Background: an optimization exercise with open tools, aiming at small area, a short achievable clock period and few clock cycles per item. Do not read the settings as production practice. Only simulation tests tie the RTL to the original design; equivalence was not proved.

$ cat flow/design.v
package anc_data_pkg;
    localparam int TAPS        = 8;
    localparam int WEIGHT_FRAC = 12;  
    localparam int MU_SHIFT    = 10;  
    localparam int SAMPLE_BITS = 14;
    localparam int SAMPLE_MAX  = 2 ** (SAMPLE_BITS - 1) - 1;
    localparam int SAMPLE_MIN  = -(2 ** (SAMPLE_BITS - 1));
    typedef logic signed [SAMPLE_BITS-1:0] sample_t;
    typedef logic signed [SAMPLE_BITS:0] err_t;
    typedef logic signed [23:0] weight_t;  
    typedef logic signed [47:0] acc_t;
    typedef logic [$clog2(TAPS)-1:0] tap_idx_t;
    localparam tap_idx_t LAST_TAP = tap_idx_t'(TAPS - 1);
    typedef logic [TAPS*SAMPLE_BITS-1:0] tap_vec_t;
endpackage
package anc_ctrl_pkg;
    typedef enum logic [2:0] {
        ST_IDLE,
        ST_FILTER,
        ST_UPDATE,
        ST_SHIFT,
        ST_HOLD
    } frame_state_t;
endpackage
`timescale 1ns/1ps
module frame_sequencer (
    input  logic            clk,
    input  logic            rstn,
    input  logic            head_flag,
    output logic            busy,
    output logic            filter_en,
    output logic            update_en,
    output logic            shift_en,
    output anc_data_pkg::tap_idx_t tap_index
);
    anc_ctrl_pkg::frame_state_t state;
    anc_ctrl_pkg::frame_state_t state_next;
    anc_data_pkg::tap_idx_t     tap_cnt;
    anc_data_pkg::tap_idx_t     tap_cnt_next;
    logic         tap_last;
    logic         tap_phase;
    assign tap_last  = (tap_cnt == anc_data_pkg::LAST_TAP);
    assign tap_phase = (state == anc_ctrl_pkg::ST_FILTER) || (state == anc_ctrl_pkg::ST_UPDATE);
    always_comb
    begin
        state_next = state;
        case (state)
            anc_ctrl_pkg::ST_IDLE:
            begin
                if (head_flag)
                begin
                    state_next = anc_ctrl_pkg::ST_FILTER;
                end
            end
            anc_ctrl_pkg::ST_FILTER:
            begin
                if (tap_last)
                begin
                    state_next = anc_ctrl_pkg::ST_UPDATE;
                end
            end
            anc_ctrl_pkg::ST_UPDATE:
            begin
                if (tap_last)
                begin
                    state_next = anc_ctrl_pkg::ST_SHIFT;
                end
            end
            anc_ctrl_pkg::ST_SHIFT:
            begin
                state_next = anc_ctrl_pkg::ST_HOLD;
            end
            anc_ctrl_pkg::ST_HOLD:
            begin
                if (!head_flag)
                begin
                    state_next = anc_ctrl_pkg::ST_IDLE;  
                end
            end
            default:
            begin
                state_next = anc_ctrl_pkg::ST_IDLE;
            end
        endcase
    end
    always_comb
    begin
        if (tap_phase && !tap_last)
        begin
            tap_cnt_next = tap_cnt + anc_data_pkg::tap_idx_t'(1);
        end
        else
        begin
            tap_cnt_next = '0;
        end
    end
    always_ff @(posedge clk or negedge rstn)
    begin
        if (!rstn)
        begin
            state   <= anc_ctrl_pkg::ST_IDLE;
            tap_cnt <= '0;
            busy    <= 1'b0;
        end
        else
        begin
            state   <= state_next;
            tap_cnt <= tap_cnt_next;
            busy    <= (state_next != anc_ctrl_pkg::ST_IDLE);
        end
    end
    assign filter_en = (state == anc_ctrl_pkg::ST_FILTER);
    assign update_en = (state == anc_ctrl_pkg::ST_UPDATE);
    assign shift_en  = (state == anc_ctrl_pkg::ST_SHIFT);  
    assign tap_index = tap_cnt;
endmodule
`timescale 1ns/1ps
module sample_line (
    input  logic                   clk,
    input  logic                   rstn,
    input  anc_data_pkg::sample_t  reff,
    input  anc_data_pkg::sample_t  buffer_2,
    input  anc_data_pkg::sample_t  buffer_3,
    input  logic                   shift_en,
    output anc_data_pkg::tap_vec_t ref_taps,
    output anc_data_pkg::sample_t  prim_2,
    output anc_data_pkg::sample_t  prim_3
);
    anc_data_pkg::sample_t taps [anc_data_pkg::TAPS];
    always_ff @(posedge clk or negedge rstn)
    begin
        if (!rstn)
        begin
            for (int i = 0; i < anc_data_pkg::TAPS; i++)
            begin
                taps[i] <= '0;
            end
            prim_2 <= '0;
            prim_3 <= '0;
        end
        else if (shift_en)
        begin
            taps[0] <= reff;  
            for (int i = 1; i < anc_data_pkg::TAPS; i++)
            begin
                taps[i] <= taps[i-1];
            end
            prim_2 <= buffer_2;
            prim_3 <= buffer_3;
        end
    end
    always_comb
    begin
        for (int i = 0; i < anc_data_pkg::TAPS; i++)
        begin
            ref_taps[i*anc_data_pkg::SAMPLE_BITS +: anc_data_pkg::SAMPLE_BITS] = taps[i];
        end
    end
endmodule
`timescale 1ns/1ps
module lms_channel (
    input  logic                   clk,
    input  logic                   rstn,
    input  logic                   filter_en,
    input  logic                   update_en,
    input  anc_data_pkg::tap_idx_t tap_index,
    input  anc_data_pkg::tap_vec_t ref_taps,
    input  anc_data_pkg::sample_t  prim,
    output anc_data_pkg::sample_t  y
);
    anc_data_pkg::weight_t weights [anc_data_pkg::TAPS];
    anc_data_pkg::acc_t    acc;
    anc_data_pkg::sample_t ref_sel;
    anc_data_pkg::weight_t w_sel;
    anc_data_pkg::acc_t    mac_prod;
    anc_data_pkg::acc_t    mac_base;
    anc_data_pkg::acc_t    mac_sum;
    anc_data_pkg::acc_t    y_full;
    anc_data_pkg::sample_t y_sat;
    anc_data_pkg::err_t    err;
    anc_data_pkg::acc_t    upd_prod;
    anc_data_pkg::weight_t upd_step;
    logic    last_tap;
    assign last_tap = (tap_index == anc_data_pkg::LAST_TAP);  
    assign ref_sel = ref_taps[tap_index*anc_data_pkg::SAMPLE_BITS +: anc_data_pkg::SAMPLE_BITS];
    assign w_sel   = weights[tap_index];
    assign mac_prod = anc_data_pkg::acc_t'(w_sel) * anc_data_pkg::acc_t'(ref_sel);
    always_comb
    begin
        if (tap_index == '0)
        begin
            mac_base = '0;  
        end
        else
        begin
            mac_base = acc;
        end
    end
    assign mac_sum = mac_base + mac_prod;
    assign y_full  = mac_sum >>> anc_data_pkg::WEIGHT_FRAC;
    always_comb
    begin
        if (y_full > anc_data_pkg::acc_t'(anc_data_pkg::SAMPLE_MAX))
        begin
            y_sat = anc_data_pkg::sample_t'(anc_data_pkg::SAMPLE_MAX);
        end
        else if (y_full < anc_data_pkg::acc_t'(anc_data_pkg::SAMPLE_MIN))
        begin
            y_sat = anc_data_pkg::sample_t'(anc_data_pkg::SAMPLE_MIN);
        end
        else
        begin
            y_sat = anc_data_pkg::sample_t'(y_full);
        end
    end
    assign err = anc_data_pkg::err_t'(prim) - anc_data_pkg::err_t'(y);
    assign upd_prod = anc_data_pkg::acc_t'(err) * anc_data_pkg::acc_t'(ref_sel);
    assign upd_step = anc_data_pkg::weight_t'(upd_prod >>> anc_data_pkg::MU_SHIFT);
    always_ff @(posedge clk or negedge rstn)
    begin
        if (!rstn)
        begin
            for (int i = 0; i < anc_data_pkg::TAPS; i++)
            begin
                weights[i] <= '0;
            end
            acc <= '0;
            y   <= '0;
        end
        else
        begin
            if (filter_en)
            begin
                acc <= mac_sum;
                if (last_tap)
                begin
                    y <= y_sat;  
                end
            end
            if (update_en)
            begin
                weights[tap_index] <= w_sel + upd_step;  
            end
        end
    end
endmodule
`timescale 1ns/1ps
module output_mixer (
    input  logic                  clk,
    input  logic                  rstn,
    input  anc_data_pkg::sample_t y_2,
    input  anc_data_pkg::sample_t y_3,
    output anc_data_pkg::sample_t dout
);
    anc_data_pkg::err_t    sum;
    anc_data_pkg::sample_t sum_sat;
    assign sum = anc_data_pkg::err_t'(y_2) + anc_data_pkg::err_t'(y_3);  
    always_comb
    begin
        if (sum > anc_data_pkg::err_t'(anc_data_pkg::SAMPLE_MAX))
        begin
            sum_sat = anc_data_pkg::sample_t'(anc_data_pkg::SAMPLE_MAX);
        end
        else if (sum < anc_data_pkg::err_t'(anc_data_pkg::SAMPLE_MIN))
        begin
            sum_sat = anc_data_pkg::sample_t'(anc_data_pkg::SAMPLE_MIN);
        end
        else
        begin
            sum_sat = anc_data_pkg::sample_t'(sum);
        end
    end
    always_ff @(posedge clk or negedge rstn)
    begin
        if (!rstn)
        begin
            dout <= '0;
        end
        else
        begin
            dout <= sum_sat;
        end
    end
endmodule
`timescale 1ns/1ps
module anc_top (
    input  logic                  clk,
    input  logic                  rstn,
    input  logic                  head_flag,
    input  anc_data_pkg::sample_t buffer_2,
    input  anc_data_pkg::sample_t buffer_3,
    input  anc_data_pkg::sample_t reff,
    output anc_data_pkg::sample_t dout,
    output logic                  busy
);
    anc_data_pkg::tap_vec_t ref_taps;
    anc_data_pkg::sample_t  prim_2;
    anc_data_pkg::sample_t  prim_3;
    anc_data_pkg::sample_t  y_2;
    anc_data_pkg::sample_t  y_3;
    logic     filter_en;
    logic     update_en;
    logic     shift_en;
    anc_data_pkg::tap_idx_t tap_index;
    frame_sequencer u_sequencer (
        .clk       (clk),
        .rstn      (rstn),
        .head_flag (head_flag),
        .busy      (busy),
        .filter_en (filter_en),
        .update_en (update_en),
        .shift_en  (shift_en),
        .tap_index (tap_index)
    );
    sample_line u_sample_line (
        .clk      (clk),
        .rstn     (rstn),
        .reff     (reff),
        .buffer_2 (buffer_2),
        .buffer_3 (buffer_3),
        .shift_en (shift_en),
        .ref_taps (ref_taps),
        .prim_2   (prim_2),
        .prim_3   (prim_3)
    );
    lms_channel u_channel_2 (
        .clk      (clk),
        .rstn     (rstn),
        .filter_en (filter_en),
        .update_en (update_en),
        .tap_index (tap_index),
        .ref_taps (ref_taps),
        .prim     (prim_2),
        .y        (y_2)
    );
    lms_channel u_channel_3 (
        .clk      (clk),
        .rstn     (rstn),
        .filter_en (filter_en),
        .update_en (update_en),
        .tap_index (tap_index),
        .ref_taps (ref_taps),
        .prim     (prim_3),
        .y        (y_3)
    );
    output_mixer u_output_mixer (
        .clk  (clk),
        .rstn (rstn),
        .y_2  (y_2),
        .y_3  (y_3),
        .dout (dout)
    );
endmodule
$ cat flow/run.sh
#!/bin/bash
# synth_recipe.tcl (not shown) runs the flow's synth.tcl, then flattens the netlist and writes it again
# the make line also repeats each setting of config.mk as NAME=value (left out here)
make -C /OpenROAD-flow-scripts/flow DESIGN_CONFIG=/design/flow/config.mk WORK_HOME=/design/flow/orfs CLKGATE_MAP_FILE= SYNTH_SCRIPT=/design/flow/synth_recipe.tcl finish
$ cat flow/config.mk
export PLATFORM = sky130hd
export DESIGN_NAME = anc_top
export DESIGN_NICKNAME = anc_top
export VERILOG_FILES = /design/flow/design.v
export SDC_FILE = /design/flow/constraint.sdc
export NUM_CORES = 4
export LEC_CHECK = 0
export CAP_MARGIN = 20
export CORE_MARGIN = 2
export CORE_UTILIZATION = 40
export SLEW_MARGIN = 20
$ cat flow/constraint.sdc
create_clock -name core_clock -period 13.5 [get_ports {clk}]
set_input_delay 2.7000 -clock core_clock [delete_from_list [all_inputs] [get_ports {clk}]]
set_output_delay 2.7000 -clock core_clock [all_outputs]
set_load 0.01 [all_outputs]
==> run summary <==
through the flow:
step,instances,area (sq um),util,setup slack (ps)
after floorplan,8376,78090,-,3043
after global placement,10750,81910,0.4214,1654
after detailed placement,10750,81910,0.4214,1679
after CTS,10900,84710,0.4358,1647
after global routing,10900,84810,0.4363,794.1
final,10900,84820,0.4364,1575
critical path, delay by kind of cell (launching register included):
kind,cells,cell delay [ps]
AO/OA/AOI/OAI,22,4880
adder cells (fa/ha/maj),10,4120
XOR/XNOR,4,1290
AND/OR/NAND/NOR,3,760
flip-flops,1,370
buffers and inverters,6,320
per-layer routing:
metal	vias to the layer above	wire length, microns	track usage
li1	26080	-	-
met1	29850	102700	0.3365
met2	1879	107800	0.3889
met3	375	18160	0.04557
met4	2	8150	0.07737
met5	-	11	0
synthesized netlist by cell type, types with 10 or more instances:
cell type,n,share of area
o31ai_1,20,0.0019
and2_1,204,0.016
dfrtp_1,669,0.21
nand2b_1,25,0.0020
or2_2,23,0.0018
nand3_1,38,0.0024
fa_1,1263,0.32
nor4_1,17,0.0014
or3_1,15,0.0012
xnor2_1,137,0.015
a21oi_1,204,0.013
inv_1,1473,0.071
and3_1,21,0.0017
o211ai_1,21,0.0020
nand4_1,38,0.0030
a31oi_1,27,0.0022
a21o_1,68,0.0065
clkinv_1,11,0.00053
ha_1,472,0.076
nor2b_1,41,0.0033
nor3_1,65,0.0042
o21ai_0,478,0.031
xor2_1,76,0.0085
mux4_2,21,0.0061
nand2_1,1454,0.070
clkbuf_1,349,0.017
o21ai_1,51,0.0033
mux2_2,254,0.037
a211oi_1,18,0.0017
a41oi_1,32,0.0036
nor2_1,464,0.022
o21a_1,24,0.0023
o22ai_1,18,0.0014
a221oi_1,10,0.0011
buf_1,13,0.00062
a222oi_1,47,0.0060
o21bai_1,23,0.0022
buf_2,21,0.0013
cell families after synthesis:
| logic type | synth area share |
|---|---|
| simple gates | 0.1358 |
| flops | 0.2144 |
| buf+inv | 0.09046 |
| xor+xnor | 0.02474 |
| fa+ha+maj | 0.3994 |
| mux | 0.04555 |
| compound gates | 0.08964 |
final timing paths:
kind | depth (start not counted) | end | slack (ps)
worst max-delay path | 45 | u_channel_3.weights[4][23]$_DFFE_PN0P_ | 1570
max in group asynchronous | 3 | u_channel_3.acc[36]$_DFFE_PN0P_ | 9570
min in group asynchronous | 1 | u_channel_2.weights[1][14]$_DFFE_PN0P_ | 1890
worst min-delay path | 2 | u_channel_3.acc[25]$_DFFE_PN0P_ | 470
worst min register to register | 2 | u_channel_3.acc[25]$_DFFE_PN0P_ | 470
worst max register to register | 45 | u_channel_3.weights[4][23]$_DFFE_PN0P_ | 1570
layout make-up:
type / instances / area, sq um / share of cell area
multi-input cells: 5834 / 54600 / 0.6437
flip-flops and latches: 669 / 16750 / 0.1974
inverters: 1489 / 5589 / 0.06589
well taps: 2542 / 3181 / 0.03750
clock buffers: 111 / 2290 / 0.02699
repair buffers: 217 / 1892 / 0.02230
clock inverters: 37 / 509.2 / 0.006004
diodes: 5 / 12.51 / 0.0001475
state kept, by name, summed over array words and instances, names as in the netlist, 3 cells and up:
name / count
u_channel_3.y: 14
u_sample_line.taps: 112
u_sequencer.tap_cnt: 3
u_channel_2.acc: 48
u_sample_line.prim_3: 14
u_channel_3.weights: 192
u_channel_3.acc: 48
u_channel_2.weights: 192
u_channel_2.y: 14
u_sample_line.prim_2: 14
u_sequencer.state: 3
u_output_mixer.dout: 14
==> flow_summary.toml <==
[cts]
cts.sinks = 669
clkLatencyLatePin_ps = 750
cts_tree = "yes"
cts-resized-gates = 0
numCtsBuffers = 81
clock-root-buffer = "clkbuf_16"
clk_pin_slew_ps = 70
cts_hold_buf = 0
cts_buffer_depth = 3
h-tree-depth = 3
cts_setup_buffers = 0

[global_routing]
grt_max_degree = 197
grt_pass1_wl_microns = 372100
grtUsageTotal = 0.2441
grt_pass1_vias = 61780
antenna_found_initial = 16
grt.overflow.total = 0

[die]
start_util = 0.4017
rows = 162
die_area_sq_um = 198800
die_x_microns = 445.9
core_sq_um = 194400
ioPinCount = 60
die_y_microns = 445.9

[synthesis]
synth-seq-cells = 669
async_flop_share = 1.000
ys_types = 99
synth_edf_count = 0
synthFlopType = "dfrtp_1"
syn_inst = 8376
syn_area_sq_um = 78090
yosysWarnings = 6
avgSynthCellArea_sq_um = 9.324
yosysSeqAreaShare = 0.2144
syn-num-nets = 10160

[sta]
setup_tns_ps = 0
finalSetupViolCount = 0
fin_crit_ps = 11930
period_share = 0.8833
worst_pin_slew_ps = 1171
final_max_slew_viol_count = 0
rsz0062_at_grt = "false"
max_freq_mhz = 83.86
fin_hold_ws_ps = 465.8
hold_violations = 0
fin_skew_ps = 38.23
slew_headroom = 0.2193

[detailed_routing]
antenna_left = 0
routedWlPerCell_microns = 21.71
vias = 58190
wirelength_microns = 236800
dr.pass1.iters = 8
drt_iter0_drc = 4997
viasPerCell = 5.336
drc_errors = 0

[layout]
final_common_cell = "inv_1"
final_cell_mix = "1473 x inv_1, 1434 x nand2_1, 1263 x fa_1, 667 x dfrtp_1, 476 x o21ai_0"
nets = 10070
area.growth.synth_to_final_pct = 8.617
post_route_cells_drive_above_1_share = 0.08101
fill_cells = 18720

[worst_setup_path]
crit_top_cell = "a21oi_1"
required_ps = 14070
startpoint = "u_sample_line.prim_3[0]$_DFFE_PN0N_"
worstPathMaxFanout = 9
path_class = "flop to flop"
cp-start-kind = "flop"
r2r-start = "u_sample_line.prim_3[0]$_DFFE_PN0N_"
worstPathArrival_ps = 12500
critPathMaxStageDelay_ps = 700
cp_slowest_cell = "xor2_1"
end_kind = "flop"

[placed_design]
hpwl_microns = 180400
gp_congestion = 0.9444
port-buffer-count = 59

[outcome]
outcome = "no timing/DRC/antenna violations"

[min_path]
hp-start = "u_channel_3.acc[25]$_DFFE_PN0P_"
hold_path_class = "flop to flop"

[flow_run]
cap_violations = 0
Testbench counts, summed over its fixed seeds: cycles 24,320, frames 1,280.

-- what the ideal ports hide --
How much do the figures lean on ideal ports? The routed layout below was timed once more, with nothing changed but the port constraints. Step 1 sets driving cells, clkbuf_16 on the clock port and buf_2 on the other inputs (assumed; they add their load-dependent delay and slew). Step 2, shift: input delay + t, output delay - t, t = (earliest + latest rising clock arrival at the registers) / 2. This alone moves slack from input paths to output paths. Slacks: no drivers / after step 1 / after step 2; pairs: no drivers / after step 1.
t (ns): 0.802
slack for setup (ns): 1.575 / 1.575 / 1.575
latest minus earliest clock arrival (ns): 0.039 / 0.038
slew at the worst register clock pin (ns): 0.07 / 0.07
cell pins on the clock port's net: 1
After both steps this run still meets setup and hold. For this run, drivers alone change the setup slack by 0.000 ns; drivers and shift together by 0.000 ns.
